What follows belongs to an exercise in optimizing a design on an open flow for small area and a short achievable clock period; a production flow would make more cautious choices. In this exercise RTL edits were held to simulation tests only and were not proved equivalent to the original. Power figures rest on the tool's default switching activity, not on a simulated workload.

==> flow/design.v (excerpt) <==
module can_tx_mailbox
#(
    parameter  int NUM_MB    = 10,
    parameter  int ID_W      = 11,
    parameter  int MAX_RETRY = 16,
    localparam int MBW       = $clog2(NUM_MB)
) (
    input  logic              clk,
    input  logic              g_rst,
    input  logic              hdr_ld,
    input  logic [ID_W-1:0]   hdr_id,
    input  logic              hdr_rtr,
    input  logic [3:0]        hdr_dlc,
    input  logic              wr_en,
    input  logic [MBW-1:0]    wr_mb,
    input  logic [2:0]        wr_idx,
    input  logic [7:0]        data_in,
    input  logic [NUM_MB-1:0] tx_buff_ld,
    output logic [NUM_MB-1:0] mb_pending,
    output logic              tx_buff_busy,
    output logic              tx_done,
    output logic [MBW-1:0]    tx_done_mb,
    output logic              tx_err,
    output logic              frame_gen_intl,
    input  logic              fg_ack,
    output logic [ID_W-1:0]   tx_id,
    output logic              tx_rtr,
    output logic [3:0]        tx_dlc,
    output logic [63:0]       tx_data,
    output logic [MBW-1:0]    tx_mb,
    input  logic              tx_success,
    input  logic              tx_fail
);
==> flow/config.mk <==
export PLATFORM = sky130hd
export DESIGN_NAME = can_tx_mailbox
export DESIGN_NICKNAME = can_tx_mailbox
export VERILOG_FILES = /design/flow/design.v
export SDC_FILE = /design/flow/constraint.sdc
export NUM_CORES = 4
export LEC_CHECK = 0
export ABC_AREA = 1
export CAP_MARGIN = 20
export CORE_MARGIN = 2
export CORE_UTILIZATION = 72
export CTS_BUF_LIST = sky130_fd_sc_hd__clkbuf_16
export CTS_CLUSTER_DIAMETER = 100
export CTS_CLUSTER_SIZE = 24
export SLEW_MARGIN = 20
==> flow/constraint.sdc <==
create_clock -name core_clock -period 25.0 [get_ports {clk}]
set_input_delay 5.0000 -clock core_clock [delete_from_list [all_inputs] [get_ports {clk}]]
set_output_delay 5.0000 -clock core_clock [all_outputs]
set_load 0.01 [all_outputs]
standard.sh (not shown) runs the stock make flow with config.mk's settings and CLKGATE_MAP_FILE= SYNTH_SCRIPT=/design/flow/synth_recipe.tcl, a recipe that flattens the netlist after the stock synthesis.
==> flow/flow/run.sh <==
#!/bin/bash
# Layout flow: the standard ORFS flow run unchanged except for:
#  - synthesis maps the logic with flow/abc_area.script (ABC dc2 and dch choices, then the &nf mapper, twice)
#    in place of ORFS's abc_area.script; the rest of synthesis is the standard one,
#    so the registers are exactly the standard synthesis's;
#  - port buffers use buf_2 instead of the resizer's default pick;
#  - the resizer's setup repair (floorplan, CTS and global-route steps) aims for
#    MARGIN ns of slack, so it also shortens paths that already meet 25 ns. The SDC,
#    clock period and I/O delays stay the design's.
# Each tool's output goes to its own log file in the work folder.
set -euo pipefail
MARGIN=18.8
W=$PWD
rm -rf "$W/scripts_abc"
cp -r "$FLOW_HOME/scripts" "$W/scripts_abc"
cp flow/abc_area.script "$W/scripts_abc/abc_area.script"
bash standard.sh SCRIPTS_DIR="$W/scripts_abc" synth > synth.log 2>&1
bash standard.sh \
  BUFFER_PORTS_ARGS="-buffer_cell sky130_fd_sc_hd__buf_2" \
  SETUP_SLACK_MARGIN="$MARGIN" \
  finish > layout.log 2>&1
test -s out/final.def
==> flow/flow/abc_area.script <==
strash
dc2
dch -f
&get -n
&nf
&put
strash
dch -f
&get -n
&nf
&put
topo
stime -c
buffer -c
upsize -c
dnsize -c
The starting point finished with timing, DRC and antenna clean.
Next try:
--- a/flow/config.mk
+++ b/flow/config.mk
@@ -9,5 +9,5 @@
 export CAP_MARGIN = 20
 export CORE_MARGIN = 2
-export CORE_UTILIZATION = 72
+export CORE_UTILIZATION = 60
 export CTS_BUF_LIST = sky130_fd_sc_hd__clkbuf_16
 export CTS_CLUSTER_DIAMETER = 100
Effect: Count of clock-buffer cells in the layout came out higher by 2; non-clock buffer count came out higher by 4; global-route usage came out lower by 6.1 points; design area is about the same; worst setup slack gains 85 ps; total power came out lower by 0.33%.
Next try:
==> flow/run.sh (new file) <==
#!/bin/bash
# synth_recipe.tcl (not shown) runs the flow's synth.tcl, then flattens the netlist and writes it again
# the make line also repeats each setting of config.mk as NAME=value (left out here)
make -C /OpenROAD-flow-scripts/flow DESIGN_CONFIG=/design/flow/config.mk WORK_HOME=/design/flow/orfs CLKGATE_MAP_FILE= SYNTH_SCRIPT=/design/flow/synth_recipe.tcl finish
--- a/flow/config.mk
+++ b/flow/config.mk
@@ -10,6 +10,3 @@
 export CORE_MARGIN = 2
 export CORE_UTILIZATION = 60
-export CTS_BUF_LIST = sky130_fd_sc_hd__clkbuf_16
-export CTS_CLUSTER_DIAMETER = 100
-export CTS_CLUSTER_SIZE = 24
 export SLEW_MARGIN = 20
removed: flow/flow/run.sh
removed: flow/flow/abc_area.script
removed: flow/standard.sh
=> Worst setup slack is worse by 1300 ps; total power climbs by 21%; first-iteration DRC count is lower by 14%; sequential cell count does not change; combinational power came out higher by 15%; wire length went up by 9.8%; non-clock buffer count came out lower by 51; clock skew rises by 12 ps; global-route usage goes up by 0.25 points; core utilization stays flat.
Next try:
==> flow/flow/run.sh (new file) <==
#!/bin/bash
# Layout flow: the standard ORFS flow run unchanged except for:
#  - synthesis maps the logic with flow/abc_area.script (ABC dc2 and dch choices, then the &nf mapper, twice)
#    in place of ORFS's abc_area.script; the rest of synthesis is the standard one,
#    so the registers are exactly the standard synthesis's;
#  - port buffers use buf_2 instead of the resizer's default pick;
#  - the resizer's setup repair (floorplan, CTS and global-route steps) aims for
#    MARGIN ns of slack, so it also shortens paths that already meet 25 ns. The SDC,
#    clock period and I/O delays stay the design's.
# Each tool's output goes to its own log file in the work folder.
set -euo pipefail
MARGIN=18.7
W=$PWD
rm -rf "$W/scripts_abc"
cp -r "$FLOW_HOME/scripts" "$W/scripts_abc"
cp flow/abc_area.script "$W/scripts_abc/abc_area.script"
bash standard.sh SCRIPTS_DIR="$W/scripts_abc" synth > synth.log 2>&1
bash standard.sh \
  BUFFER_PORTS_ARGS="-buffer_cell sky130_fd_sc_hd__buf_2" \
  SETUP_SLACK_MARGIN="$MARGIN" \
  finish > layout.log 2>&1
test -s out/final.def
==> flow/flow/abc_area.script (new file) <==
strash
dc2
dch -f
&get -n
&nf
&put
strash
dch -f
&get -n
&nf
&put
topo
stime -c
buffer -c
upsize -c
dnsize -c
==> flow/standard.sh (new file) <==
#!/bin/bash
# synth_recipe.tcl (not shown) runs the flow's synth.tcl, then flattens the netlist and writes it again
# the make line also repeats each setting of config.mk as NAME=value (left out here)
make -C /OpenROAD-flow-scripts/flow DESIGN_CONFIG=/design/flow/config.mk WORK_HOME=/design/flow/orfs CLKGATE_MAP_FILE= SYNTH_SCRIPT=/design/flow/synth_recipe.tcl "${@:-finish}"
--- a/flow/config.mk
+++ b/flow/config.mk
@@ -10,3 +10,6 @@
 export CORE_MARGIN = 2
 export CORE_UTILIZATION = 60
+export CTS_BUF_LIST = sky130_fd_sc_hd__clkbuf_16
+export CTS_CLUSTER_DIAMETER = 100
+export CTS_CLUSTER_SIZE = 24
 export SLEW_MARGIN = 20
removed: flow/run.sh
Result: The new run finished clean. Critical path depth is higher by 17. Global-route usage is lower by 0.18 points. Setup slack is better by 1200 ps. Clock skew came out lower by 7.9 ps. Wire length came out lower by a few percent. Die area went down by roughly a tenth. Area after synthesis went down by roughly a tenth. Count of clock-buffer cells in the layout went down by 72.

* * *

v3:
can_tx_mailbox again, from the RTL that the note above started with.
clock: 25.0 ns
lec_check: 0
abc_area: 1
cap_margin: 20
core_margin: 2
core_utilization: 60
cts_buf_list: sky130_fd_sc_hd__clkbuf_16
cts_cluster_diameter: 100
cts_cluster_size: 24
slew_margin: 20
==> flow/flow/run.sh <==
#!/bin/bash
# Layout flow: the standard ORFS flow run unchanged except for:
#  - synthesis maps the logic with flow/abc_area.script (ABC dc2 and dch choices, then the &nf mapper, twice; no gate sizing in ABC, the resizer sizes)
#    in place of ORFS's abc_area.script; the rest of synthesis is the standard one,
#    so the registers are exactly the standard synthesis's;
#  - port buffers use buf_2 instead of the resizer's default pick;
#  - the resizer's setup repair (floorplan, CTS and global-route steps) aims for
#    MARGIN ns of slack, so it also shortens paths that already meet 25 ns. The SDC,
#    clock period and I/O delays stay the design's.
# Each tool's output goes to its own log file in the work folder.
set -euo pipefail
MARGIN=18.8
W=$PWD
rm -rf "$W/scripts_abc"
cp -r "$FLOW_HOME/scripts" "$W/scripts_abc"
cp flow/abc_area.script "$W/scripts_abc/abc_area.script"
bash standard.sh SCRIPTS_DIR="$W/scripts_abc" synth > synth.log 2>&1
bash standard.sh \
  BUFFER_PORTS_ARGS="-buffer_cell sky130_fd_sc_hd__buf_2" \
  SETUP_SLACK_MARGIN="$MARGIN" \
  finish > layout.log 2>&1
test -s out/final.def
==> flow/flow/abc_area.script <==
strash
dc2
dch -f
&get -n
&nf
&put
strash
dch -f
&get -n
&nf
&put
topo
Edits applied to the flow inputs when going from v3 to v11:
==> flow/run.sh (new file) <==
#!/bin/bash
# synth_recipe.tcl (not shown) runs the flow's synth.tcl, then flattens the netlist and writes it again
# the make line also repeats each setting of config.mk as NAME=value (left out here)
make -C /OpenROAD-flow-scripts/flow DESIGN_CONFIG=/design/flow/config.mk WORK_HOME=/design/flow/orfs CLKGATE_MAP_FILE= SYNTH_SCRIPT=/design/flow/synth_recipe.tcl finish
removed: flow/flow/run.sh
removed: flow/flow/abc_area.script
removed: flow/standard.sh
Findings:
Final cycle utilization of the critical path: v11 higher than v3. From v3 to v11 the numbers moved as follows: met1 capacity usage during global routing has decreased, setup slack fell 1280 ps. According to the power report, total power for v11 is higher than for v3. Compared with v3, in v11 final area increased about 6%, maximum frequency lower, placed wire-length estimate +about 22%, number of synthesized flops with an enable pin ~0 delta. Share of layout cells above drive strength 1 down 17 points in v11 wrt v3. Relative to v3, v11 degrades total net switching power.
> inputs changed (v11 -> v45)
==> flow/flow/run.sh (new file) <==
#!/bin/bash
# Layout flow: the standard ORFS flow run unchanged except for:
#  - synthesis maps the logic with flow/abc_area.script (ABC dc2 and dch choices, then the &nf mapper, twice)
#    in place of ORFS's abc_area.script; the rest of synthesis is the standard one,
#    so the registers are exactly the standard synthesis's;
#  - port buffers use buf_2 instead of the resizer's default pick;
#  - the resizer's setup repair (floorplan, CTS and global-route steps) aims for
#    MARGIN ns of slack, so it also shortens paths that already meet 25 ns. The SDC,
#    clock period and I/O delays stay the design's;
#  - the floorplan step removes ABC's buffers instead of repairing timing before
#    placement (REMOVE_ABC_BUFFERS=1), leaving sizing to the placed-design repairs.
# Each tool's output goes to its own log file in the work folder.
set -euo pipefail
MARGIN=18.8
W=$PWD
rm -rf "$W/scripts_abc"
cp -r "$FLOW_HOME/scripts" "$W/scripts_abc"
cp flow/abc_area.script "$W/scripts_abc/abc_area.script"
bash standard.sh SCRIPTS_DIR="$W/scripts_abc" synth > synth.log 2>&1
bash standard.sh \
  BUFFER_PORTS_ARGS="-buffer_cell sky130_fd_sc_hd__buf_2" \
  SETUP_SLACK_MARGIN="$MARGIN" \
  REMOVE_ABC_BUFFERS=1 \
  finish > layout.log 2>&1
test -s out/final.def
==> flow/flow/abc_area.script (new file) <==
strash
dc2
dch -f
&get -n
&nf
&put
strash
dch -f
&get -n
&nf
&put
topo
stime -c
buffer -c
upsize -c
dnsize -c
==> flow/standard.sh (new file) <==
#!/bin/bash
# synth_recipe.tcl (not shown) runs the flow's synth.tcl, then flattens the netlist and writes it again
# the make line also repeats each setting of config.mk as NAME=value (left out here)
make -C /OpenROAD-flow-scripts/flow DESIGN_CONFIG=/design/flow/config.mk WORK_HOME=/design/flow/orfs CLKGATE_MAP_FILE= SYNTH_SCRIPT=/design/flow/synth_recipe.tcl "${@:-finish}"
removed: flow/run.sh
==> comparison <==
- The total negative setup slack of v45 and that of v11 are within noise of each other.
- Summary of v45 over v11: critical path depth shows a reduction of 2; count of non-filler cells in the finished layout shrank by 35%; final design area excluding fillers down about 5.6%; total number of vias moved down; non-clock buffer count picked up an extra 59.
- Most common library cell in the layout ignoring fill and taps: sky130_fd_sc_hd__edfxtp_1 -> v45, sky130_fd_sc_hd__nand2_1 -> v11
- v45 completed every stage of the flow, and the final layout passed the timing, design-rule and antenna checks.
- v45 gives less first-pass GRT wire length than v11 did.
- Routing usage on met2 was lower in the run labelled v45.
- Against v11, v45 comes in 19 points higher on share of post-route cells with drive strength above 1.
- Against v11 as the reference, v45 delivers a lower final period utilization.
- Re growth of design area from synthesis to finish: v11 was lower than v45.
Inputs modified between v45 and v39:
Settings: CTS_CLUSTER_SIZE no longer set, was 24; CTS_CLUSTER_DIAMETER no longer set, was 100; CTS_BUF_LIST no longer set, was sky130_fd_sc_hd__clkbuf_16.
==> flow/flow/run.sh <==
#!/bin/bash
# Layout flow: the standard ORFS flow (standard synthesis, floorplan, placement,
# CTS, routing) run unchanged except for two optimisation knobs:
#  - port buffers use buf_2 instead of the resizer's default pick,
#  - the resizer's setup repair aims for SETUP_MARGIN ns of slack at the design's
#    clock period, so the critical paths get sized and buffered.
# Each tool's output goes to its own log file in the work folder.
set -euo pipefail
MARGIN=18.5
bash standard.sh synth > synth.log 2>&1
bash standard.sh \
  SETUP_SLACK_MARGIN="$MARGIN" \
  BUFFER_PORTS_ARGS="-buffer_cell sky130_fd_sc_hd__buf_2" \
  finish > layout.log 2>&1
test -s out/final.def
removed: flow/flow/abc_area.script
Notes after the runs:
v39 ended with every stage complete and zero timing, DRC or antenna violations. met2 track utilization from global routing in v39 is 3.8 points higher than in v45. Wire length of the first global-routing pass in v39 is about 13% higher than in v45. Sort v39 and v45 by worst hold slack asc -> top: v45. Delta (v39 minus v45): post-CTS repair timing setup buffer count fell by 24; area of combinational cells with multiple inputs rose by 14%.
Relative to v39, the following input files were edited for v42:
Settings: changing CAP_MARGIN from 20 to 50; changing SLEW_MARGIN from 20 to 80.
==> flow/flow/run.sh <==
#!/bin/bash
# Layout flow: the standard ORFS flow run unchanged except for:
#  - synthesis maps the logic with flow/abc_area.script (ABC's &nf area-recovery mapper)
#    in place of ORFS's abc_area.script; everything else in synthesis is the standard one,
#    so the registers are exactly the standard synthesis's;
#  - port buffers use buf_2 instead of the resizer's default pick.
# Each tool's output goes to its own log file in the work folder.
set -euo pipefail
W=$PWD
rm -rf "$W/scripts_abc"
cp -r "$FLOW_HOME/scripts" "$W/scripts_abc"
cp flow/abc_area.script "$W/scripts_abc/abc_area.script"
bash standard.sh SCRIPTS_DIR="$W/scripts_abc" synth > synth.log 2>&1
bash standard.sh \
  BUFFER_PORTS_ARGS="-buffer_cell sky130_fd_sc_hd__buf_2" \
  finish > layout.log 2>&1
test -s out/final.def
==> flow/flow/abc_area.script (new file) <==
strash
&get -n
&st
&dch
&nf -a
&put
topo
stime -c
buffer -c
upsize -c
dnsize -c
==> comparison <==
- v42 — post-route worst setup slack 2480 ps lower, v39 as reference
- v42 ended up with a higher internal power contribution than v39 did.
- Compared to v39, v42 has shortest period the worst path allows 2480 ps higher.
- In the reports for v39 and v42, the larger final cycle utilization of the critical path belongs to v42.
- Total number of vias shrinks by more than 10% when moving from v39 to v42.
- Number of sinks handled by clock tree synthesis: v39 vs v42 identical
- sky130_fd_sc_hd__edfxtp_1 as the commonest non-fill, non-tap cell in the layout was reported by v42, and sky130_fd_sc_hd__nand2_1 by v39.

* * *

== run 1 ==
The RTL this note starts from:
==> flow/design.v <==
package can_tx_pkg;
    localparam int MAX_BYTES = 8;
    localparam int MAX_ID_W  = 29;
    typedef enum logic [1:0] {
        IDLE = 2'd0,
        ARB  = 2'd1,
        REQ  = 2'd2,
        WAIT = 2'd3
    } state_t;
endpackage
module can_tx_prio_sel
#(
    parameter  int NUM_MB = 10,
    parameter  int ID_W   = 11
) (
    input  logic [NUM_MB-1:0]            pending_i,
    input  logic [NUM_MB-1:0][ID_W-1:0]  ids_i,
    output logic [NUM_MB-1:0]            win_o
);
    localparam int NP = (NUM_MB + 1) / 2;    
    function automatic logic id_le(input logic [ID_W-1:0] a, input logic [ID_W-1:0] b, input logic strict);
        logic r;
        r = !strict;
        for (int k = 0; k < ID_W; k++) r = (!a[k] && b[k]) || ((!a[k] || b[k]) && r);
        id_le = r;
    endfunction
    logic [NP-1:0]           pv;        
    logic [NP-1:0][ID_W-1:0] pid;       
    logic [NP-1:0]           plo;       
    logic [NP-1:0][NP-1:0]   beats;     
    logic [NP-1:0]           pwin;
    always_comb begin
        for (int p = 0; p < NP; p++) begin
            if (2*p + 1 < NUM_MB) begin
                plo[p] = pending_i[2*p] && (!pending_i[2*p+1] || id_le(ids_i[2*p], ids_i[2*p+1], 1'b0));
                pv[p]  = pending_i[2*p] || pending_i[2*p+1];
                pid[p] = plo[p] ? ids_i[2*p] : ids_i[2*p+1];
            end else begin
                plo[p] = 1'b1;
                pv[p]  = pending_i[2*p];
                pid[p] = ids_i[2*p];
            end
        end
        for (int a = 0; a < NP; a++) begin
            for (int b = 0; b < NP; b++) begin
                if (a == b)     beats[a][b] = 1'b1;
                else if (a < b) beats[a][b] = !pv[b] || id_le(pid[a], pid[b], 1'b0);
                else            beats[a][b] = !pv[b] || id_le(pid[a], pid[b], 1'b1);
            end
        end
        for (int a = 0; a < NP; a++) pwin[a] = pv[a] && (&beats[a]);
        for (int i = 0; i < NUM_MB; i++) begin
            win_o[i] = pwin[i/2] && ((i % 2 == 0) ? plo[i/2] : !plo[i/2]);
        end
    end
endmodule
module can_tx_mailbox
#(
    parameter  int NUM_MB    = 10,
    parameter  int ID_W      = 11,
    parameter  int MAX_RETRY = 16,
    localparam int MBW       = $clog2(NUM_MB)
) (
    input  logic              clk,
    input  logic              g_rst,
    input  logic              hdr_ld,
    input  logic [ID_W-1:0]   hdr_id,
    input  logic              hdr_rtr,
    input  logic [3:0]        hdr_dlc,
    input  logic              wr_en,
    input  logic [MBW-1:0]    wr_mb,
    input  logic [2:0]        wr_idx,
    input  logic [7:0]        data_in,
    input  logic [NUM_MB-1:0] tx_buff_ld,
    output logic [NUM_MB-1:0] mb_pending,
    output logic              tx_buff_busy,
    output logic              tx_done,
    output logic [MBW-1:0]    tx_done_mb,
    output logic              tx_err,
    output logic              frame_gen_intl,
    input  logic              fg_ack,
    output logic [ID_W-1:0]   tx_id,
    output logic              tx_rtr,
    output logic [3:0]        tx_dlc,
    output logic [63:0]       tx_data,
    output logic [MBW-1:0]    tx_mb,
    input  logic              tx_success,
    input  logic              tx_fail
);
    if (NUM_MB < 2 || NUM_MB > 16 || ID_W < 1 || ID_W > can_tx_pkg::MAX_ID_W || MAX_RETRY < 1) begin : g_param_check
        $error("can_tx_mailbox: parameter out of range");
    end
    localparam int HW = ID_W + 1 + 4;           
    logic [NUM_MB-1:0]               pending_q;
    logic [NUM_MB-1:0][ID_W-1:0]     hdr_id_q;
    logic [NUM_MB-1:0]               hdr_rtr_q;
    logic [NUM_MB-1:0][3:0]          hdr_dlc_q;
    logic [NUM_MB-1:0][63:0]         data_q;
    logic [NUM_MB-1:0]               win;       
    logic [NUM_MB-1:0]               rd_sel;    
    logic [MBW-1:0]                  win_idx;
    logic [ID_W-1:0]                 tx_id_q;
    logic                            tx_rtr_q;
    logic [3:0]                      tx_dlc_q;
    logic [63:0]                     tx_data_q;
    logic [MBW-1:0]                  tx_mb_q;
    logic                            tx_done_q, busy_q;
    logic                            tx_ok, tx_bad, drop, retire;
    logic [NUM_MB-1:0]               mb_sel;    
    logic [NUM_MB-1:0]               pending_d;
    can_tx_prio_sel #(.NUM_MB(NUM_MB), .ID_W(ID_W)) u_prio_sel (
        .pending_i (pending_q),
        .ids_i     (hdr_id_q),
        .win_o     (win)
    );
    logic arb_q, req_q, wait_q;
    assign tx_ok  = wait_q && tx_success;
    assign tx_bad = wait_q && !tx_success && tx_fail;
    always_ff @(posedge clk) begin
        if (!g_rst) begin
            arb_q  <= 1'b0;
            req_q  <= 1'b0;
            wait_q <= 1'b0;
        end else begin
            arb_q  <= !arb_q && !req_q && !wait_q && (|pending_q);
            req_q  <= arb_q || (req_q && !fg_ack);
            wait_q <= (req_q && fg_ack) || (wait_q && !tx_success && !tx_fail);
        end
    end
    always_comb begin
        for (int i = 0; i < NUM_MB; i++) mb_sel[i] = (tx_mb_q == MBW'(i));
    end
    localparam int RW = $clog2(MAX_RETRY);
    logic [NUM_MB-1:0][RW-1:0] retry_q;
    logic [RW-1:0]             retry_cur, retry_nxt;
    logic                      tx_err_q;
    assign retry_cur = retry_q[tx_mb_q];
    assign drop      = tx_bad && (retry_cur == RW'(MAX_RETRY - 1));
    assign retire    = tx_ok || drop;
    assign retry_nxt = (!g_rst || retire) ? '0 : RW'(retry_cur + 1'b1);
    always_ff @(posedge clk) begin
        for (int i = 0; i < NUM_MB; i++) begin
            if (!g_rst || (mb_sel[i] && (tx_ok || tx_bad))) retry_q[i] <= retry_nxt;
        end
    end
    always_ff @(posedge clk) begin
        if (!g_rst) tx_err_q <= 1'b0;
        else        tx_err_q <= drop;
    end
    assign tx_err = tx_err_q;
    always_comb begin
        for (int i = 0; i < NUM_MB; i++) begin
            pending_d[i] = g_rst && (pending_q[i] || tx_buff_ld[i]) && !(retire && mb_sel[i]);
        end
    end
    always_ff @(posedge clk) begin
        pending_q <= pending_d;
        busy_q    <= |pending_d;
    end
    always_ff @(posedge clk) begin
        if (!g_rst) tx_done_q <= 1'b0;
        else        tx_done_q <= tx_ok;
    end
    logic [7:0]      wd_data;
    logic [ID_W-1:0] wd_id;
    logic            wd_rtr;
    logic [3:0]      wd_dlc;
    assign wd_data = data_in & {8{g_rst}};
    assign wd_id   = hdr_id  & {ID_W{g_rst}};
    assign wd_rtr  = hdr_rtr & g_rst;
    assign wd_dlc  = hdr_dlc & {4{g_rst}};
    always_ff @(posedge clk) begin
        for (int i = 0; i < NUM_MB; i++) begin
            logic mb_wr;
            mb_wr = (wr_mb == MBW'(i)) && !pending_q[i];
            if (!g_rst || (mb_wr && hdr_ld)) begin
                hdr_id_q[i]  <= wd_id;
                hdr_rtr_q[i] <= wd_rtr;
                hdr_dlc_q[i] <= wd_dlc;
            end
            for (int k = 0; k < 8; k++) begin
                if (!g_rst || (mb_wr && wr_en && wr_idx == 3'(k))) data_q[i][8*k +: 8] <= wd_data;
            end
        end
    end
    assign rd_sel = arb_q ? win : mb_sel;
    always_comb begin
        win_idx = '0;
        for (int i = 0; i < NUM_MB; i++) if (win[i]) win_idx = win_idx | MBW'(i);
    end
    always_ff @(posedge clk) begin
        if (arb_q) tx_mb_q <= win_idx;
    end
    always_ff @(posedge clk) begin
        logic [ID_W-1:0] id_m;
        logic            rtr_m;
        logic [3:0]      dlc_m;
        logic [63:0]     data_m;
        id_m = '0; rtr_m = 1'b0; dlc_m = '0; data_m = '0;
        for (int i = 0; i < NUM_MB; i++) begin
            id_m   = id_m   | (hdr_id_q[i]  & {ID_W{rd_sel[i]}});
            rtr_m  = rtr_m  | (hdr_rtr_q[i] & rd_sel[i]);
            dlc_m  = dlc_m  | (hdr_dlc_q[i] & {4{rd_sel[i]}});
            data_m = data_m | (data_q[i]    & {64{rd_sel[i]}});
        end
        tx_id_q   <= id_m;
        tx_rtr_q  <= rtr_m;
        tx_dlc_q  <= dlc_m;
        tx_data_q <= data_m;
    end
    assign mb_pending     = pending_q;
    assign tx_buff_busy   = busy_q;
    assign tx_done        = tx_done_q;
    assign tx_done_mb     = tx_mb_q;
    assign frame_gen_intl = req_q;
    assign tx_id          = tx_id_q;
    assign tx_rtr         = tx_rtr_q;
    assign tx_dlc         = tx_dlc_q;
    assign tx_data        = tx_data_q;
    assign tx_mb          = tx_mb_q;
endmodule
export LEC_CHECK = 0
export ABC_AREA = 1
export CAP_MARGIN = 20
export CORE_MARGIN = 2
export CORE_UTILIZATION = 60
export SLEW_MARGIN = 20
create_clock -name core_clock -period 25.0 [get_ports {clk}]
==> flow/flow/run.sh <==
#!/bin/bash
# Layout flow: the standard ORFS flow run unchanged except for:
#  - synthesis maps the logic with flow/abc_area.script (ABC's &nf area-recovery mapper)
#    in place of ORFS's abc_area.script; everything else in synthesis is the standard one,
#    so the registers are exactly the standard synthesis's;
#  - port buffers use buf_2 instead of the resizer's default pick.
# Each tool's output goes to its own log file in the work folder.
set -euo pipefail
W=$PWD
rm -rf "$W/scripts_abc"
cp -r "$FLOW_HOME/scripts" "$W/scripts_abc"
cp flow/abc_area.script "$W/scripts_abc/abc_area.script"
bash standard.sh SCRIPTS_DIR="$W/scripts_abc" synth > synth.log 2>&1
bash standard.sh \
  BUFFER_PORTS_ARGS="-buffer_cell sky130_fd_sc_hd__buf_2" \
  finish > layout.log 2>&1
test -s out/final.def
==> flow/flow/abc_area.script <==
strash
&get -n
&st
&dch
&nf
&put
topo
stime -c
buffer -c
upsize -c
dnsize -c
[inputs] run 2 vs run 1
- putting PLACE_DENSITY at 0.75 where nothing was set
- putting CTS_BUF_LIST at sky130_fd_sc_hd__clkbuf_16 where nothing was set
- putting CTS_CLUSTER_SIZE at 24 where nothing was set
- putting CTS_CLUSTER_DIAMETER at 100 where nothing was set
--- a/flow/flow/run.sh
+++ b/flow/flow/run.sh
@@ -3,2 +3,2 @@
-#  - synthesis maps the logic with flow/abc_area.script (ABC's &nf area-recovery mapper)
-#    in place of ORFS's abc_area.script; everything else in synthesis is the standard one,
+#  - synthesis maps the logic with flow/abc_area.script (ABC dc2 and dch choices, then the &nf mapper, twice)
+#    in place of ORFS's abc_area.script; the rest of synthesis is the standard one,
@@ -6 +6,4 @@
-#  - port buffers use buf_2 instead of the resizer's default pick.
+#  - port buffers use buf_2 instead of the resizer's default pick;
+#  - the resizer's setup repair (floorplan, CTS and global-route steps) aims for
+#    MARGIN ns of slack, so it also shortens paths that already meet 25 ns. The SDC,
+#    clock period and I/O delays stay the design's.
@@ -8,0 +12 @@
+MARGIN=18.8
@@ -15,0 +20 @@
+  SETUP_SLACK_MARGIN="$MARGIN" \
==> flow/flow/abc_area.script <==
strash
dc2
dch -f
&get -n
&nf
&put
strash
dch -f
&get -n
&nf
&put
topo
stime -c
buffer -c
upsize -c
dnsize -c
--- outcome ---
[compare] base=run 1 new=run 2: design area did not really move, final cell count went down, non-clock buffer count went up, first-iteration DRC count went up.
Relative to run 1, critical path depth in cells decreased by 4 in run 2.
Edits applied to the flow inputs when going from run 2 to run 3:
- CTS_CLUSTER_SIZE now 40, was 24
- CTS_BUF_LIST now sky130_fd_sc_hd__clkbuf_4 sky130_fd_sc_hd__clkbuf_8, was sky130_fd_sc_hd__clkbuf_16
- CTS_CLUSTER_DIAMETER no longer set, was 100
- PLACE_DENSITY no longer set, was 0.75
==> flow/run.sh (new file) <==
#!/bin/bash
# synth_recipe.tcl (not shown) runs the flow's synth.tcl, then flattens the netlist and writes it again
# the make line also repeats each setting of config.mk as NAME=value (left out here)
make -C /OpenROAD-flow-scripts/flow DESIGN_CONFIG=/design/flow/config.mk WORK_HOME=/design/flow/orfs CLKGATE_MAP_FILE= SYNTH_SCRIPT=/design/flow/synth_recipe.tcl finish
removed: flow/flow/run.sh
removed: flow/flow/abc_area.script
removed: flow/standard.sh
==> summary.txt <==
Run 3: multi-input combinational area share 0.29 points below run 2
[compare] base=run 2 new=run 3: worst max-slew margin expressed relative to the limit now smaller, routed wire length on met3 -about 40%.
Sort run 2 and run 3 by worst stage delay on the critical path, ascending, and run 2 comes first.
Run comparison: run 3 end of the critical path data_q[342]; run 2 end of the critical path tx_mb[3]
Leading cell type in the layout, fill and taps excluded = nand2_1: run 3; leading cell type in the layout, fill and taps excluded = edfxtp_1: run 2
Relative to run 3, the following input files were edited for run 4:
- CORE_UTILIZATION now 50, was 60
- CTS_BUF_LIST now sky130_fd_sc_hd__clkbuf_16, was sky130_fd_sc_hd__clkbuf_4 sky130_fd_sc_hd__clkbuf_8
- CTS_CLUSTER_DIAMETER now 100, previously not set
- CTS_CLUSTER_SIZE now 24, was 40
==> flow/flow/run.sh (new file) <==
#!/bin/bash
# Layout flow: the standard ORFS flow run unchanged except for:
#  - synthesis maps the logic with flow/abc_area.script (ABC dc2 and dch choices, then the &nf mapper, twice)
#    in place of ORFS's abc_area.script; the rest of synthesis is the standard one,
#    so the registers are exactly the standard synthesis's;
#  - port buffers use buf_2 instead of the resizer's default pick;
#  - the resizer's setup repair (floorplan, CTS and global-route steps) aims for
#    MARGIN ns of slack, so it also shortens paths that already meet 25 ns. The SDC,
#    clock period and I/O delays stay the design's.
# Each tool's output goes to its own log file in the work folder.
set -euo pipefail
MARGIN=18.8
W=$PWD
rm -rf "$W/scripts_abc"
cp -r "$FLOW_HOME/scripts" "$W/scripts_abc"
cp flow/abc_area.script "$W/scripts_abc/abc_area.script"
bash standard.sh SCRIPTS_DIR="$W/scripts_abc" synth > synth.log 2>&1
bash standard.sh \
  BUFFER_PORTS_ARGS="-buffer_cell sky130_fd_sc_hd__buf_2" \
  SETUP_SLACK_MARGIN="$MARGIN" \
  finish > layout.log 2>&1
test -s out/final.def
==> flow/flow/abc_area.script (new file) <==
strash
dc2
dch -f
&get -n
&nf
&put
strash
dch -f
&get -n
&nf
&put
topo
stime -c
buffer -c
upsize -c
dnsize -c
==> flow/standard.sh (new file) <==
#!/bin/bash
# synth_recipe.tcl (not shown) runs the flow's synth.tcl, then flattens the netlist and writes it again
# the make line also repeats each setting of config.mk as NAME=value (left out here)
make -C /OpenROAD-flow-scripts/flow DESIGN_CONFIG=/design/flow/config.mk WORK_HOME=/design/flow/orfs CLKGATE_MAP_FILE= SYNTH_SCRIPT=/design/flow/synth_recipe.tcl "${@:-finish}"
removed: flow/run.sh
==> comparison <==
Run 4: full flow OK, the timing, design-rule and antenna checks passed
Run 4 against run 3: total power consumption of the routed design went down, number of placement rows went up, combinational cell fraction of total power went up.
Number of vias per cell after detailed routing (run 4 over run 3): increase, 23%
| clock-buffer cell count | higher: run 3 |
Run 4 vs run 3, minimum clock period went down by 1170 ps.
Input changes introduced in run 5 (baseline for comparison: run 4):
- swapping 50 for 60 in CORE_UTILIZATION
--- a/flow/flow/run.sh
+++ b/flow/flow/run.sh
@@ -3 +3 @@
-#  - synthesis maps the logic with flow/abc_area.script (ABC dc2 and dch choices, then the &nf mapper, twice)
+#  - synthesis maps the logic with flow/abc_area.script (ABC's &nf mapper after &dch)
@@ -12 +12 @@
-MARGIN=18.8
+MARGIN=18.3
==> flow/flow/abc_area.script <==
strash
&get -n
&st
&dch
&nf
&put
topo
stime -c
buffer -c
upsize -c
dnsize -c
Results
Setup slack ended up 570 ps lower on run 5 than on run 4.
Run 5 went all the way through synthesis, placement and routing and the layout is clean on timing, DRC and antenna.
Run 4 has a higher share of final-layout standard cells stronger than drive strength 1 than run 5.
When the final numbers for run 5 and run 4 were put side by side, the cell area after layout turned out to be greater in run 4.
Of run 5 and run 4, the run reporting the higher total routed wire length on the met1 layer was run 4.
Re sequential power share: run 4 was lower than run 5.
Run 5 vs run 4 — layout-stage area growth over the synthesis result dropped 5.8 points.
Against run 4, power in run 5 fell by a few percent.
Compared with run 4, run 5 shows a final non-filler cell total that is 26 lower.
Measured against each other, run 5 and run 4 differ in total length of routed wires, the higher figure coming from run 4.

==> port drivers added, routing unchanged <==
No port has a modelled driver above. Below, the same layouts with a new extraction and two added sets of constraints. Step 1 sets driving cells, clkbuf_16 on the clock port and buf_2 on the other inputs (assumed; they add their load-dependent delay and slew). Step 2, shift: input delay + t, output delay - t, t = (earliest + latest rising clock arrival at the registers) / 2. This alone moves slack from input paths to output paths. Slacks: no drivers / after step 1 / after step 2; pairs: no drivers / after step 1.
| run | t, ns | slack for setup (ns) | slew at the worst register clock pin (ns) |
|---|---|---|---|
| the first run of note 1 | 0.675 | 18.581 / 18.600 / 17.924 | 0.11 / 0.11 |
| the second run of note 1 | 0.671 | 18.666 / 18.606 / 18.049 | 0.11 / 0.11 |
| the third run of note 1 | 0.695 | 17.397 / 17.439 / 16.744 | 0.07 / 0.07 |
| the fourth run of note 1 | 0.674 | 18.624 / 18.622 / 17.996 | 0.11 / 0.11 |
| v3 | 0.686 | 18.698 / 18.633 / 18.129 | 0.10 / 0.10 |
| v11 | 0.683 | 17.422 / 17.438 / 16.754 | 0.10 / 0.10 |
| v45 | 0.679 | 18.692 / 18.690 / 18.021 | 0.11 / 0.11 |
| v39 | 0.701 | 18.348 / 18.381 / 17.680 | 0.07 / 0.07 |
| v42 | 0.706 | 15.863 / 15.863 / 15.863 | 0.07 / 0.07 |
| run 1 | 0.708 | 17.441 / 17.482 / 16.774 | 0.07 / 0.07 |
| run 2 | 0.675 | 18.698 / 18.640 / 18.073 | 0.10 / 0.10 |
| run 3 | 0.849 | 17.576 / 17.599 / 16.750 | 0.07 / 0.07 |
| run 4 | 0.673 | 18.743 / 18.690 / 18.112 | 0.11 / 0.11 |
| run 5 | 0.675 | 18.168 / 18.164 / 17.489 | 0.10 / 0.10 |
After both steps setup and hold are still met in every run listed. The setup slack of run 3, which loses most, moves by +0.023 ns with the drivers and by -0.826 ns with both steps.
